Source: an optimization exercise on an open RTL-to-GDS flow (aim: small area). Production flows keep margins and buffers that such runs may drop.
Function was not checked in any run shown here: the RTL went through the layout flow alone.
Power figures rest on the tool's default switching activity, not on a simulated workload.

$ cat design/flow/flow/run.sh
#!/bin/bash
# Standard layout, with the port buffers made of the smallest buffer cell.
set -euo pipefail
export BUFFER_PORTS_ARGS="-buffer_cell sky130_fd_sc_hd__buf_1"
bash standard.sh > flow.log 2>&1
$ cat design/flow/standard.sh
#!/bin/bash
# synth_recipe.tcl (not shown) runs the flow's synth.tcl, then flattens the netlist and writes it again
# the make line also repeats each setting of config.mk as NAME=value (left out here)
make -C /OpenROAD-flow-scripts/flow DESIGN_CONFIG=/design/flow/config.mk WORK_HOME=/design/flow/orfs CLKGATE_MAP_FILE= SYNTH_SCRIPT=/design/flow/synth_recipe.tcl "${@:-finish}"
$ cat design/flow/config.mk
export PLATFORM = sky130hd
export DESIGN_NAME = double_ended_queue_unit
export DESIGN_NICKNAME = double_ended_queue_unit
export VERILOG_FILES = /design/flow/design.v
export SDC_FILE = /design/flow/constraint.sdc
export NUM_CORES = 4
export LEC_CHECK = 0
export CAP_MARGIN = 20
export CORE_MARGIN = 2
export CORE_UTILIZATION = 40
export CTS_BUF_LIST = sky130_fd_sc_hd__clkbuf_16
export CTS_CLUSTER_DIAMETER = 90
export CTS_CLUSTER_SIZE = 36
export SLEW_MARGIN = 20
$ cat design/flow/constraint.sdc
create_clock -name core_clock -period 5.0 [get_ports {clk}]
set_input_delay 1.0000 -clock core_clock [delete_from_list [all_inputs] [get_ports {clk}]]
set_output_delay 1.0000 -clock core_clock [all_outputs]
set_load 0.01 [all_outputs]
$ cat design/flow/design.v
package deq_pkg;
  localparam int WORD_W  = 32;
  localparam int COUNT_W = 5;
  localparam logic [WORD_W-1:0] WORD_NONE = '1;
  typedef enum logic [2:0] {
    KIND_PUSH_FRONT = 3'd0,
    KIND_PUSH_BACK  = 3'd1,
    KIND_POP_FRONT  = 3'd2,
    KIND_POP_BACK   = 3'd3,
    KIND_CLEAR      = 3'd4,
    KIND_REVERSE    = 3'd5
  } deq_kind_t;
  typedef enum logic {
    ST_IDLE,
    ST_FILL
  } deq_state_t;
  typedef struct packed {
    logic                push_dropped;
    logic                is_empty;
    logic [COUNT_W-1:0]  entry_count;
    logic [WORD_W-1:0]   back_value;
    logic [WORD_W-1:0]   front_value;
    logic                popped_ok;
    logic [WORD_W-1:0]   popped_value;
  } deq_res_t;
endpackage
module deq_store #(
  parameter int DEPTH = 16
) (
  input  logic                       clk,
  input  logic                       wr_now,
  input  logic [deq_pkg::WORD_W-1:0] wr_data,
  output logic [deq_pkg::WORD_W-1:0] tap
);
  localparam int W = deq_pkg::WORD_W;
  logic [DEPTH*W-1:0] ring;
  assign tap = wr_now ? wr_data : ring[DEPTH*W-1 -: W];
  always_ff @(posedge clk) begin
    ring <= {ring[(DEPTH-1)*W-1:0], tap};
  end
endmodule
module deq_ctrl #(
  parameter int AW = 4,
  parameter int CW = 5
) (
  input  logic          clk,
  input  logic          rst_n,
  input  logic [2:0]    kind,
  input  logic          accept,
  output logic          last,          
  output logic          ahead,         
  output logic [CW-1:0] count,
  output logic          do_pop,
  output logic          dropped,
  output logic          none_after,    
  output logic          w_hit,         
  output logic          p_hit,         
  output logic          f_hit,         
  output logic          b_hit          
);
  localparam logic [AW-1:0] ONE       = 1;
  localparam logic [AW-1:0] MINUS_ONE = {AW{1'b1}};
  localparam logic [AW-1:0] MINUS_TWO = {AW{1'b1}} - 1'b1;
  logic [AW-1:0] off_r, off_nxt, nxt;
  logic [CW-1:0] cnt_r, cnt_nxt;
  logic          rev_r, rev_nxt;
  logic [AW-1:0] e;                    
  logic          is_push, is_pop, is_clr, is_rev, low_side, full, empty, do_push;
  logic          d_m1, d_0, d_p1, e_0, e_m1, e_m2, lo_hit, hi_hit;
  assign is_push  = (kind[2:1] == 2'b00);
  assign is_pop   = (kind[2:1] == 2'b01);
  assign is_clr   = (kind == 3'd4);
  assign is_rev   = (kind == 3'd5);
  assign low_side = ~(kind[0] ^ rev_r);
  assign full     = cnt_r[CW-1];
  assign empty    = (cnt_r == '0);
  assign do_push  = is_push & ~full;
  assign do_pop   = is_pop & ~empty;
  assign dropped  = is_push & full;
  assign nxt   = off_r + 1'b1;
  assign e     = nxt - cnt_r[AW-1:0];
  assign d_m1  = (nxt == MINUS_ONE);
  assign d_0   = (nxt == '0);
  assign d_p1  = (nxt == ONE);
  assign e_0   = (e == '0);
  assign e_m1  = (e == MINUS_ONE);
  assign e_m2  = (e == MINUS_TWO);
  assign last  = (off_r == MINUS_ONE);
  assign ahead = d_m1;
  always_comb begin
    cnt_nxt = cnt_r;
    off_nxt = nxt;
    lo_hit  = d_0;
    hi_hit  = e_m1;
    w_hit   = 1'b0;
    p_hit   = 1'b0;
    if (do_push) begin
      cnt_nxt = cnt_r + 1'b1;
      if (low_side) begin
        off_nxt = off_r + 2'd2;
        lo_hit  = d_m1;
        w_hit   = d_m1;
      end else begin
        hi_hit  = e_0;
        w_hit   = e_0;
      end
    end else if (do_pop) begin
      cnt_nxt = cnt_r - 1'b1;
      if (low_side) begin
        off_nxt = off_r;
        lo_hit  = d_p1;
        p_hit   = d_0;
      end else begin
        hi_hit  = e_m2;
        p_hit   = e_m1;
      end
    end else if (is_clr) begin
      cnt_nxt = '0;
    end
  end
  assign rev_nxt    = rev_r ^ is_rev;
  assign none_after = (cnt_nxt == '0);
  assign f_hit      = rev_nxt ? hi_hit : lo_hit;
  assign b_hit      = rev_nxt ? lo_hit : hi_hit;
  assign count      = cnt_r;
  always_ff @(posedge clk) begin
    if (!rst_n) begin
      off_r <= '0;
      cnt_r <= '0;
      rev_r <= 1'b0;
    end else begin
      off_r <= accept ? off_nxt : nxt;
      if (accept) begin
        cnt_r <= cnt_nxt;
        rev_r <= rev_nxt;
      end
    end
  end
endmodule
module double_ended_queue_unit #(
  parameter int DEPTH = 16
) (
  input  logic         clk,
  input  logic         rst_n,
  input  logic         in_tvalid,
  output logic         in_tready,
  input  logic [39:0]  in_tdata,
  input  logic [2:0]   in_tuser,
  output logic         out_tvalid,
  input  logic         out_tready,
  output logic [103:0] out_tdata
);
  localparam int W  = deq_pkg::WORD_W;
  localparam int AW = $clog2(DEPTH);
  localparam int CW = $clog2(DEPTH + 1);
  logic          busy, force_r, wr_r, ldp_r, ldf_r, ldb_r;
  logic          out_valid_r;
  logic          pok_r, drop_r;
  logic [W-1:0]  pop_r, front_r, back_r;
  logic          last, ahead, begin_now, sweep_next, accept;
  logic [W-1:0]  tap, tap_or;
  logic [CW-1:0] count;
  logic          do_pop, dropped, none_after, w_hit, p_hit, f_hit, b_hit;
  assign begin_now  = ~busy & ~force_r & ahead & in_tvalid & (~out_valid_r | out_tready);
  assign sweep_next = force_r | (busy & ~last);
  assign in_tready  = busy & last;
  assign accept     = in_tvalid & in_tready;
  deq_ctrl #(
    .AW(AW),
    .CW(CW)
  ) u_ctrl (
    .clk       (clk),
    .rst_n     (rst_n),
    .kind      (in_tuser),
    .accept    (accept),
    .last      (last),
    .ahead     (ahead),
    .count     (count),
    .do_pop    (do_pop),
    .dropped   (dropped),
    .none_after(none_after),
    .w_hit     (w_hit),
    .p_hit     (p_hit),
    .f_hit     (f_hit),
    .b_hit     (b_hit)
  );
  deq_store #(
    .DEPTH(DEPTH)
  ) u_store (
    .clk    (clk),
    .wr_now (wr_r),
    .wr_data(in_tdata[W-1:0]),
    .tap    (tap)
  );
  assign tap_or = tap | {W{force_r}};
  always_ff @(posedge clk) begin
    if (!rst_n) begin
      busy        <= 1'b0;
      force_r     <= 1'b0;
      wr_r        <= 1'b0;
      ldp_r       <= 1'b0;
      ldf_r       <= 1'b0;
      ldb_r       <= 1'b0;
      out_valid_r <= 1'b0;
    end else begin
      busy        <= sweep_next;
      force_r     <= begin_now;
      wr_r        <= sweep_next & w_hit;
      ldp_r       <= begin_now ? ~do_pop : (sweep_next & p_hit);
      ldf_r       <= begin_now ? none_after : (sweep_next & ~none_after & f_hit);
      ldb_r       <= begin_now ? none_after : (sweep_next & ~none_after & b_hit);
      out_valid_r <= accept | (out_valid_r & ~out_tready);
    end
  end
  always_ff @(posedge clk) begin
    if (accept) begin
      pok_r  <= do_pop;
      drop_r <= dropped;
    end
    if (ldp_r) begin
      pop_r <= tap_or;
    end
    if (ldf_r) begin
      front_r <= tap_or;
    end
    if (ldb_r) begin
      back_r <= tap_or;
    end
  end
  assign out_tvalid = out_valid_r;
  assign out_tdata  = {drop_r, (count == '0), count, back_r, front_r, pok_r, pop_r};
endmodule
==> impl_metrics.toml, run 1 <==
[status]
status = "timing/DRC/antenna clean"

[cts]
clk_latency_ps = 560
cts_hold_buf = 0
clockRootBuffer = "clkbuf_16"
cts_tree = "done"
cts_resized = 0
cts_buffer_depth = 3
cts_setup_buffers = 0
clock-sinks = 627
htreeDepth = 1
cts_buffers = 22
clk_pin_slew_ps = 120

[finish]
syn2layout_area_growth_pct = 11.6
nets = 1076
utilization_pct = 45.2
final_area_sq_um = 17000
layout-drive-gt1-share_pct = 10.5
seqCellArea_sq_um = 13500
fillers = 3292
multi_input_area_sq_um = 1590

[place]
port_buffers = 144
dpl-instance-area_sq_um = 16400
detailed_place_hpwl_mm = 12.3
place_congestion = 0.804

[synth]
avgSynthCellArea_sq_um = 17.7
ys_seq_area_share_pct = 88.6
ys.flop_type = "dfxtp_1"
syn_inst = 864
synth-edff-count = 98
synth_top_family_by_area = "simple AND/OR/NAND/NOR gates"
ys_seq_elements = 627
yosys.area.top_type_share_pct = 69.4
yosysWarnings = 3
synth.net_count = 923
async_flop_share_pct = 0
yosysUniqueCellTypes = 62
synth_area_leaders = "dfxtp_1 (69%), edfxtp_1 (19%), mux2_2 (2.4%)"
synth_area_sq_um = 15300
synthMuxAreaShare_pct = 2.36
synth_xor_area_share_pct = 0.680
synth-compound-area-share_pct = 2.29
synth_area_leader_cell = "dfxtp_1"
synth_adder_area_share_pct = 1.03
synthSimpleGateAreaFrac_pct = 4.05

[floorplan]
io_pins = 153
die_area_sq_um = 39800
die_h_um = 199
start_util_pct = 40.5
coreArea_sq_um = 37700
rows = 71
die_x_um = 199

[sta]
fin_worst_skew_ps = 46.7
max_freq_mhz = 319
fin_tns_setup_ps = 0
slew_headroom_pct = 26.8
rsz0062_at_grt = "no"
worst_pin_slew_ps = 1100
hold_violations = 0
final.period_utilization_pct = 62.6
drv_slew = 0
min_period_ps = 3130
setup_viol = 0

[pwr]
finalPower_mw = 7.42
p_leak_nw = 6.56
power-per-cell-area_nw_per_um2 = 435
peakVddDrop_mv = 0.313

[detailed_routing]
routedWlPerCell_um = 13.5
drc = 0
drtIter0Drc = 270
firstDrtPassIters = 5
vias_per_cell = 4.11
vias = 6345
wl_mm = 20.9
ant_nets = 0

[setup_path]
crit_chain = "inv_1, ha_1, or4b_4, clkinv_2, buf_1"
worstPathRequired_ps = 4000
crit_arrival_ps = 2130
worst-r2r-setup-slack_ps = 2050
crit_end = "out_tdata[102]"
crit_start = "u_ctrl.cnt_r[1]"
r2r_cells = 10
crit_fanout = 8
cp_slowest_cell = "or4b_4"
cp-start-kind = "flop"
path_class = "reg2out"
crit_path_max_incr_delay_ps = 510
r2r-end = "ldb_r"
rr_startpoint = "u_ctrl.off_r[1]"
end_kind = "output pin"

[global_route]
grt_pass1_wl_mm = 32.4
overflow = 0
grt_pass1_vias = 5921
track_usage_pct = 10.4
antenna_found_initial = 2
grt_max_degree = 38

[hold_path]
hp-class = "reg2reg"

[flow_run]
drv_cap = 0
==> how the worst min path moves through the flow <==
stage                            from                 to  slack [ps]  cells past startpoint
finish              u_store.ring[250]  u_store.ring[282]         330                      0
global route        u_store.ring[207]  u_store.ring[239]         330                      0
CTS                 u_store.ring[307]  u_store.ring[339]         330                      0
detailed placement  u_store.ring[125]  u_store.ring[157]         310                      0
global placement     u_store.ring[21]   u_store.ring[53]         310                      0
floorplan            u_store.ring[68]  u_store.ring[100]         310                      0
==> synthesized netlist by cell type (5+ instances only) <==
master / count
a21oi_1: 8
clkbuf_1: 5
dfxtp_1: 529
edfxtp_1: 98
ha_1: 11
inv_1: 11
mux2_2: 32
nand2_1: 18
nand3_1: 7
nor2_1: 7
nor3_1: 10
o21ai_0: 5
o31ai_1: 5
or2_2: 32
xnor2_1: 6
==> sequential cells by signal (all words and copies together) (netlist names), 4 cells and up <==
register / cells
u_ctrl.off_r: 4
u_ctrl.cnt_r: 5
u_store.ring: 512
front_r: 32
pop_r: 32
back_r: 32
==> per-layer routing <==
metal	global-route usage (%)	vias to the layer above	part of all wire (%)
met4	2.58	0	2.2
met3	2.23	28	4.8
met5	0	-	0
li1	-	3168	-
met1	15.6	3031	51
met2	15.5	118	42
==> per-stage QoR <==
stage	setup WS (ps)	std cells	hold WS, ps
after floorplan	2440	864	310
after global placement	1910	1504	310
after detailed placement	1860	1504	312
after CTS	1830	1542	326
after global routing	1740	1542	329
final	1870	1543	328
==> cell families after synthesis <==
| logic type | after synthesis |
|---|---|
| flops | 627 |
| simple gates | 107 |
| xor+xnor | 11 |
| buf+inv | 30 |
| mux | 32 |
| compound gates | 45 |
| fa+ha+maj | 12 |
==> worst max-delay path: cells and delay by family (launching register included) <==
family	cells	cell delay [ps]
AND/OR/NAND/NOR	1	510
buffers and inverters	3	440
flip-flops	1	420
adder cells (fa/ha/maj)	1	200
==> cell type report <==
cell class	count	area share (%)
diodes	1	0.0147
clock inverters	16	0.668
clock buffers	22	3.23
flip-flops and latches	627	79.5
repair buffers	146	3.26
inverters	13	0.294
well taps	511	3.75
multi-input cells	207	9.33
==> where the power goes <==
part           internal, mW  switching [mW]  total, mW
Sequential             5.11         0.00423       5.11
Combinational        0.0258          0.0343     0.0601
Clock                 0.845            1.40       2.24
==> layout by cell type (no fill, tap or decap), types with 3 or more instances in the layout <==
| cell | Yosys | layout |
|---|---|---|
| a21boi_0 | 3 | 3 |
| a21oi_1 | 8 | 8 |
| a31oi_1 | 3 | 3 |
| and2_1 | 4 | 4 |
| and3_1 | 3 | 3 |
| buf_1 | 3 | 144 |
| clkbuf_16 | 0 | 22 |
| dfxtp_1 | 529 | 525 |
| dfxtp_2 | 0 | 4 |
| edfxtp_1 | 98 | 98 |
| ha_1 | 11 | 11 |
| inv_1 | 11 | 21 |
| mux2_2 | 32 | 32 |
| nand2_1 | 18 | 18 |
| nand2b_1 | 4 | 4 |
| nand3_1 | 7 | 7 |
| nor2_1 | 7 | 7 |
| nor2b_1 | 3 | 3 |
| nor3_1 | 10 | 10 |
| nor4_1 | 3 | 3 |
| o21ai_0 | 5 | 5 |
| o31ai_1 | 5 | 5 |
| or2_2 | 32 | 32 |
| xnor2_1 | 6 | 6 |
| xor2_1 | 4 | 4 |
==> run 2, diff against run 1 <==
--- a/design/flow/config.mk
+++ b/design/flow/config.mk
@@ -8,7 +8,8 @@
 export CAP_MARGIN = 20
 export CORE_MARGIN = 2
-export CORE_UTILIZATION = 40
+export CORE_UTILIZATION = 55
 export CTS_BUF_LIST = sky130_fd_sc_hd__clkbuf_16
 export CTS_CLUSTER_DIAMETER = 90
 export CTS_CLUSTER_SIZE = 36
+export PLACE_DENSITY = 0.7
 export SLEW_MARGIN = 20
==> run 2 against run 1 <==
Sequential cell count did not move. Wire length is 1.3% lower. Critical path type unchanged. Count of clock-buffer cells in the layout down 1. Sequential share of layout area rose by 1.2 points. Power down 1.5%. Setup slack better by 3.3 ps. Non-clock buffer count down 1. Highest routed layer unchanged.
==> impl_metrics.toml, run 2 <==
[sta]
slew_headroom_pct = 30.3
min_period_ps = 3130
drv_slew = 0
rsz0062_at_grt = "no"
holdWs_ps = 324
max_freq_mhz = 320
setup_viol = 0
final.period_utilization_pct = 62.6
worst_pin_slew_ps = 1050
hold_violations = 0
fin_tns_setup_ps = 0
fin_worst_skew_ps = 15.2

[synth]
ys.flop_type = "dfxtp_1"
yosysMostFrequentCell = "dfxtp_1"
synth-edff-count = 98
yosysWarnings = 3
syn_inst = 864
ys_seq_elements = 627
synth_area_sq_um = 15300
yosysUniqueCellTypes = 62
synth_area_leader_cell = "dfxtp_1"
async_flop_share_pct = 0
synth_common_cells = "dfxtp_1 (529), edfxtp_1 (98), mux2_2 (32), or2_2 (32), nand2_1 (18)"
avgSynthCellArea_sq_um = 17.7
synth.net_count = 923
ys_seq_area_share_pct = 88.6
synth_area_leaders = "dfxtp_1 (69%), edfxtp_1 (19%), mux2_2 (2.4%)"
yosys.area.top_type_share_pct = 69.4

[cts]
clk_pin_slew_ps = 120
cts_hold_buf = 0
clock-sinks = 627
cts_buffers = 21
clk_latency_ps = 540
cts_resized = 0
htreeDepth = 1
clockRootBuffer = "clkbuf_16"
cts_setup_buffers = 0
cts_tree = "done"
cts_buffer_depth = 3

[finish]
nets = 1074
syn2layout_area_growth_pct = 9.96
regMostFlops = "u_store.ring"
instances_no_fill = 1399
n_antenna_cell = 0
mostFrequentLayoutCells = "dfxtp_1 (525), buf_1 (144), edfxtp_1 (98)"
final_common_cell = "dfxtp_1"
largest_reg_flops = 512
layout-drive-gt1-share_pct = 10.1

[global_route]
antenna_found_initial = 1
grt_pass1_vias = 6275
grt_pass1_wl_mm = 32.3
grt_max_degree = 38
overflow = 0
track_usage_pct = 14.1

[place]
detailed_place_hpwl_mm = 12.5
place_inst = 1364
port_buffers = 144
place_congestion = 0.831

[floorplan]
die_x_um = 171
start_util_pct = 56.3
die_area_sq_um = 29100
coreArea_sq_um = 27100
die_h_um = 171
io_pins = 153
rows = 60

[hold_path]
hp-class = "reg2reg"

[setup_path]
end_kind = "output pin"
cp-start-kind = "flop"
path_class = "reg2out"
crit_arrival_ps = 2130
worst-r2r-setup-slack_ps = 2210
crit_fanout = 10
worstPathRequired_ps = 4000

[detailed_routing]
drtIter0Drc = 333
routedWlPerCell_um = 14.7
drc = 0
vias = 6382
ant_nets = 0
vias_per_cell = 4.56
wl_mm = 20.6
firstDrtPassIters = 4

[flow_run]
drv_cap = 0

[pwr]
peakVddDrop_mv = 0.355
p_leak_nw = 6.52
power-per-cell-area_nw_per_um2 = 435

[status]
status = "timing/DRC/antenna clean"
-- run 2: cell counts after synthesis --
Identical to the previous run, type by type.
-- run 2: power breakdown --
| part | total, mW | internal, mW | leakage, nW | switching, mW |
|---|---|---|---|---|
| Combinational | 0.0594 | 0.0257 | 0.954 | 0.0337 |
| Sequential | 5.11 | 5.11 | 5.24 | 0.00404 |
| Clock | 2.14 | 0.795 | 0.329 | 1.34 |
| Total | 7.31 | 5.93 | 6.52 | 1.38 |
-- run 2: logic make-up (layout without fill, tap and decap cells) --
| kind of cell | count (synthesis) | after routing | share of synthesized area [%] |
|---|---|---|---|
| DFF | 627 | 627 | 88.6 |
| and+or+nand+nor | 107 | 107 | 4.05 |
| AOI/OAI and AO/OA | 45 | 45 | 2.29 |
| muxes | 32 | 32 | 2.36 |
| buffers and inverters | 30 | 193 | 0.967 |
| adders and majority gates | 12 | 12 | 1.03 |
| xor gates and xnor gates | 11 | 11 | 0.680 |
-- run 2: cell type report --
cell class / count / area (sq um)
Timing Repair Buffer: 145 / 548
Clock inverter: 14 / 73.8
Multi-Input combinational cell: 207 / 1590
Tap cell: 372 / 465
Clock buffer: 21 / 526
Fill cell: 2004 / 10300
Inverter: 13 / 50.0
Sequential cell: 627 / 13500
-- run 2: critical path, stage by stage, from the launching register on --
cell,delay [ps]
dfxtp_1,440
inv_1,190
ha_1,200
or4b_4,520
clkinv_2,90
buf_1,150
-- run 2: metrics by stage --
| step | util [%] | power (mW) | worst slack [ps] | instance area, sq um |
|---|---|---|---|---|
| after floorplan | - | 5.26 | 2440 | 15300 |
| after global placement | 59.7 | 5.28 | 1900 | 16200 |
| after detailed placement | 59.7 | 5.28 | 1870 | 16200 |
| after CTS | 62.0 | 7.36 | 1850 | 16800 |
| after global routing | 62.0 | 7.55 | 1740 | 16800 |
| final | 62.0 | 7.31 | 1870 | 16800 |
-- run 2: worst paths after layout --
kind | endpoint | depth (start not counted) | start
max | out_tdata[102] | 5 | u_ctrl.cnt_r[0]
min | u_store.ring[32] | 0 | u_store.ring[0]
max reg2reg | ldf_r | 10 | u_ctrl.off_r[1]
min reg2reg | u_store.ring[32] | 0 | u_store.ring[0]
-- run 2: routing by layer --
| metal | track usage, % | vias up | wire length [um] |
|---|---|---|---|
| li1 | - | 3160 | - |
| met1 | 20.3 | 3063 | 10000 |
| met2 | 22.5 | 130 | 9320 |
| met3 | 2.64 | 29 | 851 |
| met4 | 3.38 | 0 | 395 |
| met5 | 0 | - | 0 |
==> run 3, diff against run 2 <==
--- a/design/flow/config.mk
+++ b/design/flow/config.mk
@@ -6,5 +6,5 @@
 export NUM_CORES = 4
 export LEC_CHECK = 0
-export CAP_MARGIN = 20
+export CAP_MARGIN = 0
 export CORE_MARGIN = 2
 export CORE_UTILIZATION = 55
@@ -13,3 +13,3 @@
 export CTS_CLUSTER_SIZE = 36
 export PLACE_DENSITY = 0.7
-export SLEW_MARGIN = 20
+export SLEW_MARGIN = 0
==> run 3 against run 2 <==
Clock power about the same. Setup slack unchanged. Sequential cell count unchanged. Highest routed layer unchanged. Via count unchanged. Sequential power about the same. First-iteration DRC count unchanged. Design area unchanged. Still clean. Global-route usage unchanged. Fmax unchanged. Sequential share of layout area unchanged. Count of clock-buffer cells in the layout unchanged. Synthesized area unchanged.
==> impl_metrics.toml, run 3 <==
[synth]
synth-compound-area-share_pct = 2.29
yosysUniqueCellTypes = 62
synth_adder_area_share_pct = 1.03
synth_area_sq_um = 15300
async_flop_share_pct = 0
synth_area_leader_cell = "dfxtp_1"
yosys.area.top_type_share_pct = 69.4
syn_inst = 864
ys_seq_area_share_pct = 88.6
yosysWarnings = 3
yosysMostFrequentCell = "dfxtp_1"
synth_top_family_by_area = "simple AND/OR/NAND/NOR gates"
synth_area_leaders = "dfxtp_1 (69%), edfxtp_1 (19%), mux2_2 (2.4%)"
synth_xor_area_share_pct = 0.680
synthSimpleGateAreaFrac_pct = 4.05
synth-edff-count = 98
synthMuxAreaShare_pct = 2.36
ys.flop_type = "dfxtp_1"
avgSynthCellArea_sq_um = 17.7
synth.net_count = 923
ys_seq_elements = 627
synth_common_cells = "dfxtp_1 (529), edfxtp_1 (98), mux2_2 (32), or2_2 (32), nand2_1 (18)"

[floorplan]
die_area_sq_um = 29100
die_x_um = 171
die_h_um = 171
io_pins = 153
coreArea_sq_um = 27100
rows = 60
start_util_pct = 56.3

[setup_path]
crit_path_max_incr_delay_ps = 520
rr_startpoint = "u_ctrl.off_r[1]"
cp-start-kind = "flop"
crit_arrival_ps = 2130
crit_fanout = 10
worst-r2r-setup-slack_ps = 2210
crit_chain = "inv_1, ha_1, or4b_4, clkinv_2, buf_1"
end_kind = "output pin"
r2r-end = "ldf_r"
path_class = "reg2out"
cp_slowest_cell = "or4b_4"
worstPathRequired_ps = 4000
r2r_cells = 10

[finish]
layout-drive-gt1-share_pct = 10.1
largest_reg_flops = 512
final_common_cell = "dfxtp_1"
n_antenna_cell = 0
regMostFlops = "u_store.ring"
mostFrequentLayoutCells = "dfxtp_1 (525), buf_1 (144), edfxtp_1 (98)"
syn2layout_area_growth_pct = 9.96
nets = 1074
instances_no_fill = 1399

[global_route]
grt_pass1_wl_mm = 32.3
grt_pass1_vias = 6275
use_met3_pct = 2.64
track_usage_pct = 14.1
overflow = 0
grt_use_met1_pct = 20.3
top_usage_layer = "met2"
met2_usage_pct = 22.5
antenna_found_initial = 1
grt_max_degree = 38

[cts]
clk_latency_ps = 540
cts_resized = 0
cts_buffer_depth = 3
clk_pin_slew_ps = 120
cts_buffers = 21
cts_hold_buf = 0
htreeDepth = 1
clockRootBuffer = "clkbuf_16"
clock-sinks = 627
cts_setup_buffers = 0
cts_tree = "done"

[pwr]
peakVddDrop_mv = 0.355
combinationalPowerShare_pct = 0.8
finalPower_mw = 7.31
swShare_pct = 18.9
p_sw_mw = 1.38
internal_power_mw = 5.93
seqPwrFrac_pct = 70.0
clock_power_share_pct = 29.2
power-per-cell-area_nw_per_um2 = 435
p_leak_nw = 6.52

[status]
status = "timing/DRC/antenna clean"

[sta]
setup_viol = 0
hold_violations = 0
final.period_utilization_pct = 62.6
worst_pin_slew_ps = 1050
max_freq_mhz = 320
drv_slew = 0
min_period_ps = 3130
fin_worst_skew_ps = 15.2
slew_headroom_pct = 30.3
fin_tns_setup_ps = 0
rsz0062_at_grt = "no"

[place]
port_buffers = 144
place_inst = 1364
detailed_place_hpwl_mm = 12.5
place_congestion = 0.831

[hold_path]
hp-class = "reg2reg"
hold_depth = 0
min_from = "u_store.ring[0]"
whs_endpoint = "u_store.ring[32]"

[detailed_routing]
ant_nets = 0
drtIter0Drc = 333
wl_mm = 20.6
firstDrtPassIters = 4
drc = 0
vias = 6382
vias_per_cell = 4.56
routedWlPerCell_um = 14.7

[flow_run]
drv_cap = 0
run 3: cell counts in the layout (fill, tap and decap cells not counted):
Identical to the previous run, type by type.
run 3: power groups by stage:
stage	Clock, mW	Sequential [mW]	Combinational (mW)
4_1_cts	2.19	5.11	0.0595
2_1_floorplan	0	5.22	0.0385
6_report	2.14	5.11	0.0594
3_3_place_gp	0	5.23	0.0583
5_1_grt	2.37	5.12	0.0663
3_5_place_dp	0	5.23	0.0591
run 3: cell families after synthesis:
kind of cell | count (synthesis)
AO/OA/AOI/OAI | 45
adder cells (fa/ha/maj) | 12
multiplexers | 32
buffers and inverters | 30
XOR/XNOR | 11
flip-flops | 627
AND/OR/NAND/NOR | 107
run 3: final cells by class:
| class | count | area [sq um] |
|---|---|---|
| Fill cell | 2004 | 10300 |
| Timing Repair Buffer | 145 | 548 |
| Clock inverter | 14 | 73.8 |
| Sequential cell | 627 | 13500 |
| Clock buffer | 21 | 526 |
| Multi-Input combinational cell | 207 | 1590 |
| Tap cell | 372 | 465 |
| Inverter | 13 | 50.0 |
run 3: through the flow:
stage | util (%) | setup slack, ps | area, sq um | hold WS (ps)
after floorplan | - | 2440 | 15300 | 310
final | 62.0 | 1870 | 16800 | 324
after global placement | 59.7 | 1900 | 16200 | 310
after detailed placement | 59.7 | 1870 | 16200 | 312
after global routing | 62.0 | 1740 | 16800 | 325
after CTS | 62.0 | 1850 | 16800 | 325
run 3: metal layers:
| layer | share of wire, % | vias up | routed length [um] |
|---|---|---|---|
| li1 | - | 3160 | - |
| met1 | 49 | 3063 | 10000 |
| met2 | 45 | 130 | 9320 |
| met3 | 4.1 | 29 | 851 |
| met4 | 1.9 | 0 | 395 |
| met5 | 0 | - | 0 |
run 3: worst max-delay path by stage:
stage | startpoint | end | slack (ps) | cells after the start
3_5_place_dp | in_tuser[1] | ldf_r | 1870 | 7
3_3_place_gp | in_tuser[1] | ldb_r | 1900 | 7
4_1_cts | u_ctrl.cnt_r[0] | out_tdata[102] | 1850 | 5
2_1_floorplan | in_tuser[1] | ldf_r | 2440 | 7
5_1_grt | u_ctrl.cnt_r[0] | out_tdata[102] | 1740 | 5
6_report | u_ctrl.cnt_r[0] | out_tdata[102] | 1870 | 5
run 3: worst max-delay path, delay by kind of cell, from the launching register on:
kind / cells / cell delay (ps)
DFF: 1 / 440
adders and majority gates: 1 / 200
and+or+nand+nor: 1 / 520
buffers and inverters: 3 / 430
==> run 4, diff against run 3 <==
--- a/design/flow/design.v
+++ b/design/flow/design.v
@@ -59,13 +59,14 @@
   output logic          b_hit          
 );
-  localparam logic [AW-1:0] ONE       = 1;
-  localparam logic [AW-1:0] MINUS_ONE = {AW{1'b1}};
-  localparam logic [AW-1:0] MINUS_TWO = {AW{1'b1}} - 1'b1;
-  logic [AW-1:0] off_r, off_nxt, nxt;
-  logic [CW-1:0] cnt_r, cnt_nxt;
+  localparam logic [AW-1:0] M1 = {AW{1'b1}};
+  localparam logic [AW-1:0] M2 = {AW{1'b1}} - 1'b1;
+  localparam logic [AW-1:0] M3 = {AW{1'b1}} - 2'd2;
+  logic [AW-1:0] off_r, off_step;
+  logic [CW-1:0] cnt_r, cnt_step;
   logic          rev_r, rev_nxt;
-  logic [AW-1:0] e;                    
+  logic [AW-1:0] f;                    
   logic          is_push, is_pop, is_clr, is_rev, low_side, full, empty, do_push;
-  logic          d_m1, d_0, d_p1, e_0, e_m1, e_m2, lo_hit, hi_hit;
+  logic          push_lo, push_hi, pop_lo, pop_hi;
+  logic          o_m2, o_m1, o_0, f_m1, f_m2, f_m3, lo_hit, hi_hit;
   assign is_push  = (kind[2:1] == 2'b00);
   assign is_pop   = (kind[2:1] == 2'b01);
@@ -78,47 +79,25 @@
   assign do_pop   = is_pop & ~empty;
   assign dropped  = is_push & full;
-  assign nxt   = off_r + 1'b1;
-  assign e     = nxt - cnt_r[AW-1:0];
-  assign d_m1  = (nxt == MINUS_ONE);
-  assign d_0   = (nxt == '0);
-  assign d_p1  = (nxt == ONE);
-  assign e_0   = (e == '0);
-  assign e_m1  = (e == MINUS_ONE);
-  assign e_m2  = (e == MINUS_TWO);
-  assign last  = (off_r == MINUS_ONE);
-  assign ahead = d_m1;
-  always_comb begin
-    cnt_nxt = cnt_r;
-    off_nxt = nxt;
-    lo_hit  = d_0;
-    hi_hit  = e_m1;
-    w_hit   = 1'b0;
-    p_hit   = 1'b0;
-    if (do_push) begin
-      cnt_nxt = cnt_r + 1'b1;
-      if (low_side) begin
-        off_nxt = off_r + 2'd2;
-        lo_hit  = d_m1;
-        w_hit   = d_m1;
-      end else begin
-        hi_hit  = e_0;
-        w_hit   = e_0;
-      end
-    end else if (do_pop) begin
-      cnt_nxt = cnt_r - 1'b1;
-      if (low_side) begin
-        off_nxt = off_r;
-        lo_hit  = d_p1;
-        p_hit   = d_0;
-      end else begin
-        hi_hit  = e_m2;
-        p_hit   = e_m1;
-      end
-    end else if (is_clr) begin
-      cnt_nxt = '0;
-    end
-  end
+  assign push_lo  = do_push & low_side;
+  assign push_hi  = do_push & ~low_side;
+  assign pop_lo   = do_pop & low_side;
+  assign pop_hi   = do_pop & ~low_side;
+  assign f     = off_r - cnt_r[AW-1:0];
+  assign o_m2  = (off_r == M2);
+  assign o_m1  = (off_r == M1);
+  assign o_0   = (off_r == '0);
+  assign f_m1  = (f == M1);
+  assign f_m2  = (f == M2);
+  assign f_m3  = (f == M3);
+  assign last  = o_m1;
+  assign ahead = o_m2;
+  assign w_hit  = push_lo ? o_m2 : (push_hi & f_m1);
+  assign p_hit  = pop_lo ? o_m1 : (pop_hi & f_m2);
+  assign lo_hit = push_lo ? o_m2 : (pop_lo ? o_0 : o_m1);
+  assign hi_hit = push_hi ? f_m1 : (pop_hi ? f_m3 : f_m2);
+  assign off_step = (accept & push_lo) ? 2'd2 : (accept & pop_lo) ? 2'd0 : 2'd1;
+  assign cnt_step = do_push ? 1 : (do_pop ? '1 : '0);
   assign rev_nxt    = rev_r ^ is_rev;
-  assign none_after = (cnt_nxt == '0);
+  assign none_after = is_clr | (empty & ~do_push) | (pop_lo | pop_hi) & (cnt_r == 1);
   assign f_hit      = rev_nxt ? hi_hit : lo_hit;
   assign b_hit      = rev_nxt ? lo_hit : hi_hit;
@@ -130,7 +109,7 @@
       rev_r <= 1'b0;
     end else begin
-      off_r <= accept ? off_nxt : nxt;
+      off_r <= off_r + off_step;
       if (accept) begin
-        cnt_r <= cnt_nxt;
+        cnt_r <= is_clr ? '0 : cnt_r + cnt_step;
         rev_r <= rev_nxt;
       end
--- a/design/flow/config.mk
+++ b/design/flow/config.mk
@@ -6,5 +6,5 @@
 export NUM_CORES = 4
 export LEC_CHECK = 0
-export CAP_MARGIN = 0
+export CAP_MARGIN = 20
 export CORE_MARGIN = 2
 export CORE_UTILIZATION = 55
@@ -13,3 +13,3 @@
 export CTS_CLUSTER_SIZE = 36
 export PLACE_DENSITY = 0.7
-export SLEW_MARGIN = 0
+export SLEW_MARGIN = 20
==> run 4 against run 3 <==
Clock skew rose by 4.6 ps. Design area fell by 1.1%. Fmax rose by 6.2%. Largest power group unchanged. Wire length rose by 0.90%. Still clean on timing, DRC and antenna. Core utilization fell by 0.34 points. Via count fell by 5.0%. Sequential share of layout area rose by 0.90 points. Highest routed layer unchanged. Synthesized area fell by 1.0%. Critical endpoint unchanged.
==> impl_metrics.toml, run 4 <==
[detailed_routing]
drtIter0Drc = 305
firstDrtPassIters = 4
wl_mm = 20.8
drc = 0
vias_per_cell = 4.53
vias = 6064
ant_nets = 0
routedWlPerCell_um = 15.5

[global_route]
grt_use_met1_pct = 20.9
antenna_found_initial = 2
grt_pass1_wl_mm = 32.1
grt_max_degree = 38
grt_pass1_vias = 5910
track_usage_pct = 14.3
top_usage_layer = "met2"
met2_usage_pct = 22.6
use_met3_pct = 2.80
overflow = 0

[finish]
syn2layout_area_growth_pct = 9.88
final_common_cell = "dfxtp_1"
layout-drive-gt1-share_pct = 9.53
largest_reg_flops = 512
instances_no_fill = 1340
mostFrequentLayoutCells = "dfxtp_1 (525), buf_1 (144), edfxtp_1 (98)"
nets = 1046
utilization_pct = 61.6
regMostFlops = "u_store.ring"

[sta]
max_freq_mhz = 339
slew_headroom_pct = 28.1
holdWs_ps = 329
fin_worst_skew_ps = 19.8
fin_tns_setup_ps = 0
min_period_ps = 2950
final.period_utilization_pct = 58.9
drv_slew = 0
hold_violations = 0
worst_pin_slew_ps = 1080
setup_slack_ps = 2050
setup_viol = 0
rsz0062_at_grt = "no"

[pwr]
swShare_pct = 19.0
internal_power_mw = 5.92
peakVddDrop_mv = 0.281
seqPwrFrac_pct = 70.0
combinationalPowerShare_pct = 0.6
power-per-cell-area_nw_per_um2 = 440
p_leak_nw = 6.47
p_sw_mw = 1.39
clock_power_share_pct = 29.5

[synth]
yosysUniqueCellTypes = 61
ys_seq_area_share_pct = 89.6
synth_area_sq_um = 15100
yosysMostFrequentCell = "dfxtp_1"
yosys.area.top_type_share_pct = 70.1
async_flop_share_pct = 0
synth.net_count = 894
syn_inst = 835
ys.flop_type = "dfxtp_1"
avgSynthCellArea_sq_um = 18.1
ys_seq_elements = 627
synth_common_cells = "dfxtp_1 (529), edfxtp_1 (98), or2_2 (31), mux2_2 (27), inv_1 (12)"
synth-edff-count = 98
yosysWarnings = 3
synth_area_leaders = "dfxtp_1 (70%), edfxtp_1 (19%), mux2_2 (2.0%)"
synth_area_leader_cell = "dfxtp_1"

[cts]
cts_buffer_depth = 3
clk_pin_slew_ps = 120
clk_latency_ps = 540
cts_tree = "done"
htreeDepth = 1
clock-sinks = 627
cts_setup_buffers = 0
clockRootBuffer = "clkbuf_16"
cts_hold_buf = 0
cts_resized = 0
cts_buffers = 21

[place]
place_congestion = 0.796
detailed_place_hpwl_mm = 12.2
dp_slack_ps = 1540
place_inst = 1305
port_buffers = 144

[setup_path]
cp-start-kind = "flop"
crit_fanout = 5
worstPathRequired_ps = 4000
crit_arrival_ps = 1950
path_class = "reg2out"
end_kind = "output pin"
worst-r2r-setup-slack_ps = 2180

[status]
status = "timing/DRC/antenna clean"

[floorplan]
io_pins = 153
die_area_sq_um = 28800
start_util_pct = 56.1
die_x_um = 170
rows = 60
coreArea_sq_um = 27000
die_h_um = 170

[hold_path]
hp-class = "reg2reg"

[flow_run]
drv_cap = 0
run 4: cell types whose count changed after synthesis, sizes merged, moves of 3 or more:
cell | previous run | this run
a21o | 0 | 4
a21oi | 9 | 5
and2 | 4 | 7
inv | 12 | 15
nand2 | 18 | 8
nand3 | 7 | 2
nor2b | 3 | 8
nor3 | 10 | 3
o31ai | 6 | 3
run 4: final cells by class:
class,count,area (sq um)
Clock buffer,21,526
Multi-Input combinational cell,177,1430
Clock inverter,12,71.3
Inverter,15,56.3
Tap cell,341,427
Fill cell,1993,10300
Timing Repair Buffer,145,548
Sequential cell,627,13500
Antenna cell,2,5.00
run 4: cells by family (layout without fill, tap and decap cells):
family          Yosys count  in the layout  share of synthesized area (%)
flops                   627            627                           89.6
compound gates           36             36                           1.69
simple gates             88             88                           3.63
mux                      32             32                           2.38
buf+inv                  31            193                          0.960
other cells               0              2                              0
xor+xnor                  9              9                          0.646
fa+ha+maj                12             12                           1.14
run 4: path summary, 6_finish.rpt:
kind                            depth (start not counted)           endpoint        startpoint
worst max-delay path                                    4     out_tdata[102]   u_ctrl.cnt_r[0]
worst min-delay path                                    0  u_store.ring[121]  u_store.ring[89]
worst max register to register                          9    u_ctrl.cnt_r[4]   u_ctrl.cnt_r[0]
worst min register to register                          0  u_store.ring[121]  u_store.ring[89]
run 4: routing by layer:
metal | up-vias | wire length [um]
met5 | - | 0
met4 | 0 | 300
met3 | 19 | 882
met2 | 105 | 9320
met1 | 2904 | 10300
li1 | 3036 | -
run 4: per-stage QoR:
stage | power [mW] | cell area [sq um]
after floorplan | 5.25 | 15100
after global placement | 5.27 | 16000
after detailed placement | 5.27 | 16000
after CTS | 7.39 | 16600
after global routing | 7.55 | 16600
final | 7.31 | 16600
run 4: critical path, stage by stage (launching register included):
cell and delay (ps):
dfxtp_1 380, or4_4 560, or2_4 260, inv_2 70
buf_1 150
run 4: power groups by stage:
stage	Sequential (mW)	Combinational [mW]	Clock (mW)
floorplan	5.23	0.0253	0
global placement	5.23	0.0402	0
detailed placement	5.23	0.0416	0
CTS	5.11	0.0418	2.23
global route	5.12	0.0472	2.39
finish	5.11	0.0417	2.15
==> run 5, diff against run 4 <==
--- a/design/flow/config.mk
+++ b/design/flow/config.mk
@@ -8,8 +8,8 @@
 export CAP_MARGIN = 20
 export CORE_MARGIN = 2
-export CORE_UTILIZATION = 55
+export CORE_UTILIZATION = 65
 export CTS_BUF_LIST = sky130_fd_sc_hd__clkbuf_16
 export CTS_CLUSTER_DIAMETER = 90
 export CTS_CLUSTER_SIZE = 36
-export PLACE_DENSITY = 0.7
+export PLACE_DENSITY = 0.8
 export SLEW_MARGIN = 20
==> run 5 against run 4 <==
First-iteration DRC count shrank 11%. Setup slack lost 8.4 ps. Clock power is essentially flat. Clock skew grew 5.3 ps. Power is essentially flat. Critical endpoint unchanged. Core utilization grew 11 points. Sequential share of layout area grew 0.27 points. Wire length shrank 0.19%. Via count is essentially flat. Non-clock buffer count is the same.
==> impl_metrics.toml, run 5 <==
[status]
status = "timing/DRC/antenna clean"

[global_route]
antenna_found_initial = 0
grt_pass1_vias = 5899
overflow = 0
grt_pass1_wl_mm = 31.2
grt_max_degree = 38
track_usage_pct = 16.6

[place]
dpl-instance-area_sq_um = 15900
place_congestion = 0.828
dp_slack_ps = 1540
port_buffers = 144
place_inst = 1249
detailed_place_hpwl_mm = 12.4

[cts]
cts_resized = 0
clk_latency_ps = 550
htreeDepth = 1
cts_buffer_depth = 3
clk_pin_slew_ps = 120
cts_hold_buf = 0
clockRootBuffer = "clkbuf_16"
cts_tree = "done"
cts_setup_buffers = 0
clock-sinks = 627
cts_buffers = 21

[pwr]
peakVddDrop_mv = 0.364
power-per-cell-area_nw_per_um2 = 442
swShare_pct = 18.9
finalPower_mw = 7.31
seqPwrFrac_pct = 70.0
combinationalPowerShare_pct = 0.6
clock_power_share_pct = 29.5
p_sw_mw = 1.38
p_leak_nw = 6.49
internal_power_mw = 5.93

[finish]
layout-drive-gt1-share_pct = 9.59
n_antenna_cell = 0
final_area_sq_um = 16500
regMostFlops = "u_store.ring"
nets = 1046
syn2layout_area_growth_pct = 9.51
largest_reg_flops = 512
multi_input_area_sq_um = 1430
instances_no_fill = 1286
final_common_cell = "dfxtp_1"
mostFrequentLayoutCells = "dfxtp_1 (525), buf_1 (144), edfxtp_1 (98)"
seqCellArea_sq_um = 13500
fillers = 1406

[sta]
drv_slew = 0
slew_headroom_pct = 31.3
fin_tns_setup_ps = 0
hold_violations = 0
rsz0062_at_grt = "no"
setup_slack_ps = 2050
min_period_ps = 2950
setup_viol = 0
final.period_utilization_pct = 59.1
max_freq_mhz = 338
worst_pin_slew_ps = 1030
fin_worst_skew_ps = 25.1

[setup_path]
worst-r2r-setup-slack_ps = 2190
cpLargestDelayFamily = "simple AND/OR/NAND/NOR gates"
cp_slowest_cell = "or4_4"
cp-start-kind = "flop"
cp.buffers_inverters = 2
end_kind = "output pin"
crit_chain = "or4_4, or2_4, inv_2, buf_1"
crit_arrival_ps = 1950
path_class = "reg2out"
crit_path_max_incr_delay_ps = 560
worstPathRequired_ps = 4000
crit_fanout = 5

[hold_path]
hp-class = "reg2reg"

[synth]
async_flop_share_pct = 0
synth_area_sq_um = 15100
synth_common_cells = "dfxtp_1 (529), edfxtp_1 (98), or2_2 (31), mux2_2 (27), inv_1 (12)"
yosysUniqueCellTypes = 61
ys.flop_type = "dfxtp_1"
synth.net_count = 894
synth_area_leaders = "dfxtp_1 (70%), edfxtp_1 (19%), mux2_2 (2.0%)"
synth-edff-count = 98
syn_inst = 835
yosysMostFrequentCell = "dfxtp_1"
yosysWarnings = 3
ys_seq_area_share_pct = 89.6
ys_seq_elements = 627
synth_area_leader_cell = "dfxtp_1"
yosys.area.top_type_share_pct = 70.1
avgSynthCellArea_sq_um = 18.1

[detailed_routing]
drtIter0Drc = 272
routedWlPerCell_um = 16.1
ant_nets = 0
vias_per_cell = 4.71
drc = 0
firstDrtPassIters = 4
vias = 6062
wl_mm = 20.7

[flow_run]
drv_cap = 0

[floorplan]
start_util_pct = 66.5
die_x_um = 156
die_area_sq_um = 24500
coreArea_sq_um = 22700
die_h_um = 156
rows = 55
io_pins = 153
## run 5: kinds of logic after synthesis
family	synth area share, %
AO/OA/AOI/OAI	1.69
XOR/XNOR	0.646
adder cells (fa/ha/maj)	1.14
buffers and inverters	0.960
flip-flops	89.6
multiplexers	2.38
AND/OR/NAND/NOR	3.63
## run 5: cell type report
| type | instances | area share (%) |
|---|---|---|
| multi-input combinational | 177 | 8.66 |
| clock buffer | 21 | 3.18 |
| timing repair buffer | 145 | 3.31 |
| inverter | 15 | 0.340 |
| sequential | 627 | 81.8 |
| clock inverter | 16 | 0.552 |
| tap | 285 | 2.15 |
## run 5: power by group through the flow
stage                     clock (mW)  combinational, mW  sequential (mW)
after CTS                       2.21             0.0419             5.11
after global routing            2.36             0.0469             5.12
after floorplan                    0             0.0253             5.23
after detailed placement           0             0.0416             5.23
after global placement             0             0.0400             5.23
final                           2.15             0.0417             5.11
## run 5: worst reg2reg max path: stages (launching register included)
cell and delay, ps:
dfxtp_1 370, or4_4 570, or2_4 260, and3_4 230, ha_1 330, a21o_1 200
a21oi_1 330, xnor2_4 160, o211ai_1 90, and3b_1 180
## run 5: metal layers
metal	wire [um]	track usage, %	vias to the layer above
met2	9600	26.8	107
met5	0	0	-
met1	10100	24.0	2902
met3	746	2.77	22
met4	284	4.02	0
li1	-	-	3031
## run 5: worst paths after layout
kind                                        start           endpoint  cells past startpoint
worst max register to register    u_ctrl.cnt_r[0]    u_ctrl.cnt_r[4]                      9
worst min-delay path            u_store.ring[214]  u_store.ring[246]                      0
worst max-delay path              u_ctrl.cnt_r[0]     out_tdata[102]                      4
worst min register to register  u_store.ring[214]  u_store.ring[246]                      0
## run 5: metrics by stage
| stage | util [%] | hold slack, ps |
|---|---|---|
| 2_1_floorplan | - | 310 |
| 3_3_place_gp | 70.2 | 310 |
| 4_1_cts | 72.9 | 328 |
| 5_1_grt | 72.9 | 327 |
| 3_5_place_dp | 70.2 | 312 |
| 6_report | 72.9 | 322 |
==> run 6, diff against run 5 <==
--- a/design/flow/design.v
+++ b/design/flow/design.v
@@ -30,4 +30,6 @@
   input  logic                       clk,
   input  logic                       wr_now,
+  input  logic                       keep_now,    
+  input  logic                       ones_now,
   input  logic [deq_pkg::WORD_W-1:0] wr_data,
   output logic [deq_pkg::WORD_W-1:0] tap
@@ -35,5 +37,5 @@
   localparam int W = deq_pkg::WORD_W;
   logic [DEPTH*W-1:0] ring;
-  assign tap = wr_now ? wr_data : ring[DEPTH*W-1 -: W];
+  assign tap = (wr_data & {W{wr_now}}) | (ring[DEPTH*W-1 -: W] & {W{keep_now}}) | {W{ones_now}};
   always_ff @(posedge clk) begin
     ring <= {ring[(DEPTH-1)*W-1:0], tap};
@@ -133,13 +135,14 @@
   localparam int AW = $clog2(DEPTH);
   localparam int CW = $clog2(DEPTH + 1);
-  logic          busy, force_r, wr_r, ldp_r, ldf_r, ldb_r;
+  logic          busy, force_r, ones_r, wr_r, keep_r, ldp_r, ldf_r, ldb_r;
   logic          out_valid_r;
   logic          pok_r, drop_r;
   logic [W-1:0]  pop_r, front_r, back_r;
-  logic          last, ahead, begin_now, sweep_next, accept;
-  logic [W-1:0]  tap, tap_or;
+  logic          last, ahead, begin_now, ones_ok, sweep_next, accept;
+  logic [W-1:0]  tap;
   logic [CW-1:0] count;
   logic          do_pop, dropped, none_after, w_hit, p_hit, f_hit, b_hit;
   assign begin_now  = ~busy & ~force_r & ahead & in_tvalid & (~out_valid_r | out_tready);
+  assign ones_ok    = begin_now & (~count[CW-1] | none_after);
   assign sweep_next = force_r | (busy & ~last);
   assign in_tready  = busy & last;
@@ -167,15 +170,18 @@
     .DEPTH(DEPTH)
   ) u_store (
-    .clk    (clk),
-    .wr_now (wr_r),
-    .wr_data(in_tdata[W-1:0]),
-    .tap    (tap)
+    .clk     (clk),
+    .wr_now  (wr_r),
+    .keep_now(keep_r),
+    .ones_now(ones_r),
+    .wr_data (in_tdata[W-1:0]),
+    .tap     (tap)
   );
-  assign tap_or = tap | {W{force_r}};
   always_ff @(posedge clk) begin
     if (!rst_n) begin
       busy        <= 1'b0;
       force_r     <= 1'b0;
+      ones_r      <= 1'b0;
       wr_r        <= 1'b0;
+      keep_r      <= 1'b1;
       ldp_r       <= 1'b0;
       ldf_r       <= 1'b0;
@@ -185,6 +191,8 @@
       busy        <= sweep_next;
       force_r     <= begin_now;
+      ones_r      <= ones_ok;
       wr_r        <= sweep_next & w_hit;
-      ldp_r       <= begin_now ? ~do_pop : (sweep_next & p_hit);
+      keep_r      <= ~(sweep_next & w_hit);
+      ldp_r       <= begin_now ? (ones_ok & ~do_pop) : (sweep_next & p_hit);
       ldf_r       <= begin_now ? none_after : (sweep_next & ~none_after & f_hit);
       ldb_r       <= begin_now ? none_after : (sweep_next & ~none_after & b_hit);
@@ -198,11 +206,11 @@
     end
     if (ldp_r) begin
-      pop_r <= tap_or;
+      pop_r <= tap;
     end
     if (ldf_r) begin
-      front_r <= tap_or;
+      front_r <= tap;
     end
     if (ldb_r) begin
-      back_r <= tap_or;
+      back_r <= tap;
     end
   end
--- a/design/flow/config.mk
+++ b/design/flow/config.mk
@@ -8,8 +8,8 @@
 export CAP_MARGIN = 20
 export CORE_MARGIN = 2
-export CORE_UTILIZATION = 65
+export CORE_UTILIZATION = 55
 export CTS_BUF_LIST = sky130_fd_sc_hd__clkbuf_16
-export CTS_CLUSTER_DIAMETER = 90
-export CTS_CLUSTER_SIZE = 36
-export PLACE_DENSITY = 0.8
+export CTS_CLUSTER_DIAMETER = 80
+export CTS_CLUSTER_SIZE = 32
+export PLACE_DENSITY = 0.7
 export SLEW_MARGIN = 20
==> run 6 against run 5 <==
Still clean. Design area decreased by 0.63%. Wire length decreased by 1.6%. Via count increased by 1.5%. Clock skew decreased by 7.8 ps. Non-clock buffer count increased by 2.
==> impl_metrics.toml, run 6 <==
[cts]
cts_resized = 0
htreeDepth = 1
clockRootBuffer = "clkbuf_16"
clock-sinks = 629
cts_hold_buf = 0
cts_tree = "done"
clk_latency_ps = 550
cts_buffers = 23
cts_setup_buffers = 0
cts_buffer_depth = 3
clk_pin_slew_ps = 110

[finish]
final_area_sq_um = 16400
n_antenna_cell = 0
mostFrequentLayoutCells = "dfxtp_1 (528), buf_1 (144), edfxtp_1 (98)"
syn2layout_area_growth_pct = 10.5
nets = 1023
layout-drive-gt1-share_pct = 4.09
final_common_cell = "dfxtp_1"
regMostFlops = "u_store.ring"
utilization_pct = 61.4
largest_reg_flops = 512

[synth]
ys.flop_type = "dfxtp_1"
syn_inst = 809
yosys.area.top_type_share_pct = 71.4
avgSynthCellArea_sq_um = 18.4
async_flop_share_pct = 0
synth_area_leader_cell = "dfxtp_1"
ys_seq_elements = 629
synth_common_cells = "dfxtp_1 (531), edfxtp_1 (98), a221o_1 (32), inv_1 (12)"
yosysUniqueCellTypes = 49
synth_area_leaders = "dfxtp_1 (71%), edfxtp_1 (20%), a221o_1 (2.2%)"
ys_seq_area_share_pct = 91.2
synth-edff-count = 98
yosysMostFrequentCell = "dfxtp_1"
synth_area_sq_um = 14900
synth.net_count = 868
yosysWarnings = 3

[pwr]
clock_power_share_pct = 29.9
p_sw_mw = 1.38
combinationalPowerShare_pct = 0.6
finalPower_mw = 7.39
internal_power_mw = 6.01
power-per-cell-area_nw_per_um2 = 450
p_leak_nw = 6.21
seqPwrFrac_pct = 69.5
swShare_pct = 18.7
peakVddDrop_mv = 0.298

[floorplan]
die_h_um = 169
die_area_sq_um = 28400
start_util_pct = 55.5
coreArea_sq_um = 26800
io_pins = 153
die_x_um = 169
rows = 60

[detailed_routing]
routedWlPerCell_um = 15.5
vias_per_cell = 4.66
wl_mm = 20.4
vias = 6151
ant_nets = 0
drtIter0Drc = 356
firstDrtPassIters = 4
drc = 0

[global_route]
grt_pass1_wl_mm = 31.4
grt_pass1_vias = 5933
antenna_found_initial = 0
overflow = 0
track_usage_pct = 14.2
grt_max_degree = 34

[sta]
min_period_ps = 2850
fin_worst_skew_ps = 17.2
worst_pin_slew_ps = 1040
drv_slew = 0
setup_viol = 0
hold_violations = 0
slew_headroom_pct = 30.4
rsz0062_at_grt = "no"
fin_tns_setup_ps = 0
final.period_utilization_pct = 57.1
max_freq_mhz = 350

[place]
place_congestion = 0.849
port_buffers = 144
detailed_place_hpwl_mm = 12.4
dpl-instance-area_sq_um = 15800

[setup_path]
path_class = "in2reg"
crit_path_max_incr_delay_ps = 470
worstPathRequired_ps = 5440
crit_arrival_ps = 3300
worst-r2r-setup-slack_ps = 2280
end_kind = "flop"
cpLargestDelayFamily = "compound AO/OA/AOI/OAI gates"
crit_chain = "buf_1, nor2b_1, a311oi_2, ha_1, inv_1, fa_1, inv_1, a21o_1, a21oi_1, xnor2_2, a21oi_1, and3b_1"
crit_fanout = 9
cp.buffers_inverters = 3
cp-start-kind = "primary input"
cp_slowest_cell = "a311oi_2"

[flow_run]
drv_cap = 0

[hold_path]
hp-class = "reg2reg"

[status]
status = "timing/DRC/antenna clean"
## run 6: cell count changes after synthesis, sizes merged, moves of 4 or more
| cell | delta |
|---|---|
| buf | -4 |
| mux2 | -32 |
| or2 | -32 |
| clkbuf | +5 |
| a221o | +32 |
## run 6: cell families after synthesis
group	after synthesis	share of synthesized area, %
simple gates	58	2.23
buf+inv	30	0.916
fa+ha+maj	12	1.16
flops	629	91.2
compound gates	71	3.94
xor+xnor	9	0.580
## run 6: per-layer routing
layer / global-route usage (%) / wire [um] / vias up
li1: - / - / 3036
met4: 3.52 / 299 / 0
met1: 21.1 / 10300 / 2961
met3: 2.71 / 904 / 27
met5: 0 / 0 / -
met2: 21.8 / 8930 / 127
## run 6: worst paths after layout
| check | to | startpoint | depth (start not counted) |
|---|---|---|---|
| max | u_ctrl.cnt_r[4] | in_tuser[1] | 12 |
| min | u_store.ring[417] | u_store.ring[385] | 0 |
| max reg2reg | u_ctrl.cnt_r[4] | u_ctrl.cnt_r[4] | 11 |
| min reg2reg | u_store.ring[417] | u_store.ring[385] | 0 |
## run 6: cell type report
type                       count  area, sq um
clock inverter                16         77.6
timing repair buffer         147          563
sequential                   629        13600
multi-input combinational    150         1180
inverter                      13         48.8
clock buffer                  23          576
fill                        1988        10400
tap                          341          427
## run 6: through the flow
| stage | cells | setup slack [ps] | hold slack (ps) |
|---|---|---|---|
| final | 1319 | 2150 | 327 |
| after global routing | 1319 | 1950 | 334 |
| after CTS | 1319 | 2110 | 325 |
| after detailed placement | 1280 | 1600 | 312 |
| after global placement | 1280 | 1650 | 310 |
| after floorplan | 809 | 1970 | 310 |
## run 6: power by group through the flow
stage	logic, mW	clock network (mW)	registers, mW
5_1_grt	0.0481	2.46	5.15
6_report	0.0420	2.21	5.14
2_1_floorplan	0.0241	0	5.25
3_3_place_gp	0.0397	0	5.26
4_1_cts	0.0416	2.29	5.14
3_5_place_dp	0.0412	0	5.26
==> run 7, diff against run 6 <==
--- a/design/flow/config.mk
+++ b/design/flow/config.mk
@@ -10,6 +10,6 @@
 export CORE_UTILIZATION = 55
 export CTS_BUF_LIST = sky130_fd_sc_hd__clkbuf_16
-export CTS_CLUSTER_DIAMETER = 80
-export CTS_CLUSTER_SIZE = 32
+export CTS_CLUSTER_DIAMETER = 90
+export CTS_CLUSTER_SIZE = 36
 export PLACE_DENSITY = 0.7
 export SLEW_MARGIN = 20
==> run 7 against run 6 <==
Highest routed layer unchanged. Clock skew shrank 1.8 ps. Register-to-register slack about the same. Sequential power is essentially flat. Clock power shrank 2%. Cell count decreased by 0.30%. Power shrank 0.65%. Largest power group unchanged.
==> impl_metrics.toml, run 7 <==
[finish]
n_antenna_cell = 0
final_common_cell = "dfxtp_1"
regMostFlops = "u_store.ring"
final_area_sq_um = 16400
mostFrequentLayoutCells = "dfxtp_1 (528), buf_1 (144), edfxtp_1 (98)"
layout-drive-gt1-share_pct = 3.90
nets = 1021
syn2layout_area_growth_pct = 10.2
instances_no_fill = 1315
largest_reg_flops = 512

[sta]
min_period_ps = 2870
setup_viol = 0
fin_worst_skew_ps = 15.5
holdWs_ps = 333
final.period_utilization_pct = 57.3
fin_tns_setup_ps = 0
worst_pin_slew_ps = 1040
drv_slew = 0
rsz0062_at_grt = "no"
slew_headroom_pct = 30.7
max_freq_mhz = 349
hold_violations = 0

[floorplan]
rows = 60
start_util_pct = 55.5
coreArea_sq_um = 26800
die_area_sq_um = 28400
io_pins = 153
die_x_um = 169
die_h_um = 169

[synth]
yosysUniqueCellTypes = 49
yosysMostFrequentCell = "dfxtp_1"
ys_seq_elements = 629
yosysWarnings = 3
synth_area_sq_um = 14900
yosys.area.top_type_share_pct = 71.4
syn_inst = 809
synth_common_cells = "dfxtp_1 (531), edfxtp_1 (98), a221o_1 (32), inv_1 (12)"
synth.net_count = 868
synth-edff-count = 98
ys_seq_area_share_pct = 91.2
synth_area_leaders = "dfxtp_1 (71%), edfxtp_1 (20%), a221o_1 (2.2%)"
synth_area_leader_cell = "dfxtp_1"
async_flop_share_pct = 0
avgSynthCellArea_sq_um = 18.4
ys.flop_type = "dfxtp_1"

[cts]
clock-sinks = 629
clockRootBuffer = "clkbuf_16"
htreeDepth = 1
clk_latency_ps = 540
clk_pin_slew_ps = 120
cts_setup_buffers = 0
cts_buffers = 21
cts_buffer_depth = 3
cts_hold_buf = 0
cts_tree = "done"
cts_resized = 0

[global_route]
track_usage_pct = 14.2
antenna_found_initial = 0
overflow = 0
grt_pass1_wl_mm = 31.4
grt_max_degree = 38
grt_pass1_vias = 5921

[setup_path]
cp-start-kind = "flop"
path_class = "reg2out"
crit_arrival_ps = 1870
end_kind = "output pin"
worstPathRequired_ps = 4000
crit_fanout = 6

[place]
place_inst = 1280
port_buffers = 144
detailed_place_hpwl_mm = 12.4
dpl-instance-area_sq_um = 15800
place_congestion = 0.849

[detailed_routing]
drc = 0
ant_nets = 0
drtIter0Drc = 356
routedWlPerCell_um = 15.5
vias_per_cell = 4.65
firstDrtPassIters = 4
wl_met3_um = 758
wl_mm = 20.4
top_layer = "met4"
dr_wl_met2_mm = 8.92
vias = 6121
wl_met1_mm = 10.3

[pwr]
p_leak_nw = 6.18
peakVddDrop_mv = 0.307
finalPower_mw = 7.35
power-per-cell-area_nw_per_um2 = 448

[status]
status = "timing/DRC/antenna clean"

[hold_path]
hp-class = "reg2reg"

[flow_run]
drv_cap = 0
==> run 7: cell counts after synthesis <==
No cell type changed its count.
==> run 7: power by group <==
part           internal (mW)  leakage [nW]  switching, mW  total [mW]
clock network          0.822         0.342           1.34        2.16
registers               5.13          5.14        0.00895        5.14
logic                 0.0188         0.693         0.0230      0.0419
==> run 7: metal layers <==
layer / vias to the layer above / global-route usage [%]
li1: 3023 / -
met5: - / 0
met4: 0 / 3.64
met1: 2951 / 21.1
met3: 29 / 2.60
met2: 118 / 21.8
==> run 7: area by class of cell <==
class | count | area (sq um)
flip-flops and latches | 629 | 13600
fillers | 1991 | 10400
multi-input cells | 150 | 1180
repair buffers | 147 | 563
clock buffers | 22 | 551
well taps | 341 | 427
clock inverters | 13 | 61.3
inverters | 13 | 48.8
==> run 7: final timing paths <==
path,startpoint,endpoint,slack (ps),cells past startpoint
hold / removal,u_store.ring[474],u_store.ring[506],330,0
setup reg to reg,u_ctrl.cnt_r[4],u_ctrl.cnt_r[4],2270,11
hold reg to reg,u_store.ring[474],u_store.ring[506],330,0
setup / recovery,u_ctrl.cnt_r[0],out_tdata[102],2130,3
==> run 7: worst max-delay path, stage by stage, from the launching register on <==
cell and delay, ps:
dfxtp_1 400, or4_4 590, nor2_1 170, buf_1 170
==> run 7: logic make-up (layout without fill, tap and decap cells) <==
logic type | Yosys count | after routing | synth area share, %
flops | 629 | 629 | 91.2
compound gates | 71 | 71 | 3.94
simple gates | 58 | 58 | 2.23
buf+inv | 30 | 195 | 0.916
fa+ha+maj | 12 | 12 | 1.16
xor+xnor | 9 | 9 | 0.580
==> run 7: stage by stage <==
stage               utilization [%]  setup WS (ps)
finish                         61.2           2130
global route                   61.2           1960
CTS                            61.2           2100
detailed placement             58.9           1600
global placement               58.9           1650
floorplan                         -           1970

==> re-timing with driven ports <==
Ports are ideal in the flow. The routed layouts listed here were re-timed in OpenROAD.
Step 1 assumes that a clkbuf_16 drives the clock port and a buf_2 every other input.
Step 2 adds t to the input delays and takes it off the output delays; t is the mean of the earliest and latest rising clock arrival at the registers after step 1. Input paths then give back, and output paths get back, about the clock's delay inside the block.
Slacks: ideal / step 1 / step 2; pairs: ideal / step 1.
| run | t, ns | setup slack, ns | latest minus earliest clock arrival (ns) |
|---|---|---|---|
| run 1 | 0.591 | 1.868 / 1.818 / 1.693 | 0.051 / 0.052 |
| run 2 | 0.585 | 1.871 / 1.821 / 1.849 | 0.019 / 0.019 |
| run 3 | 0.585 | 1.871 / 1.821 / 1.849 | 0.019 / 0.019 |
| run 4 | 0.582 | 2.054 / 2.007 / 1.489 | 0.021 / 0.022 |
| run 5 | 0.587 | 2.046 / 1.999 / 1.501 | 0.027 / 0.027 |
| run 6 | 0.588 | 2.147 / 2.103 / 1.567 | 0.019 / 0.018 |
| run 7 | 0.579 | 2.134 / 2.087 / 1.578 | 0.021 / 0.020 |
After both steps every run listed still meets setup and hold. For run 6, which loses most, drivers alone change the setup slack by -0.044 ns; drivers and shift together by -0.580 ns.
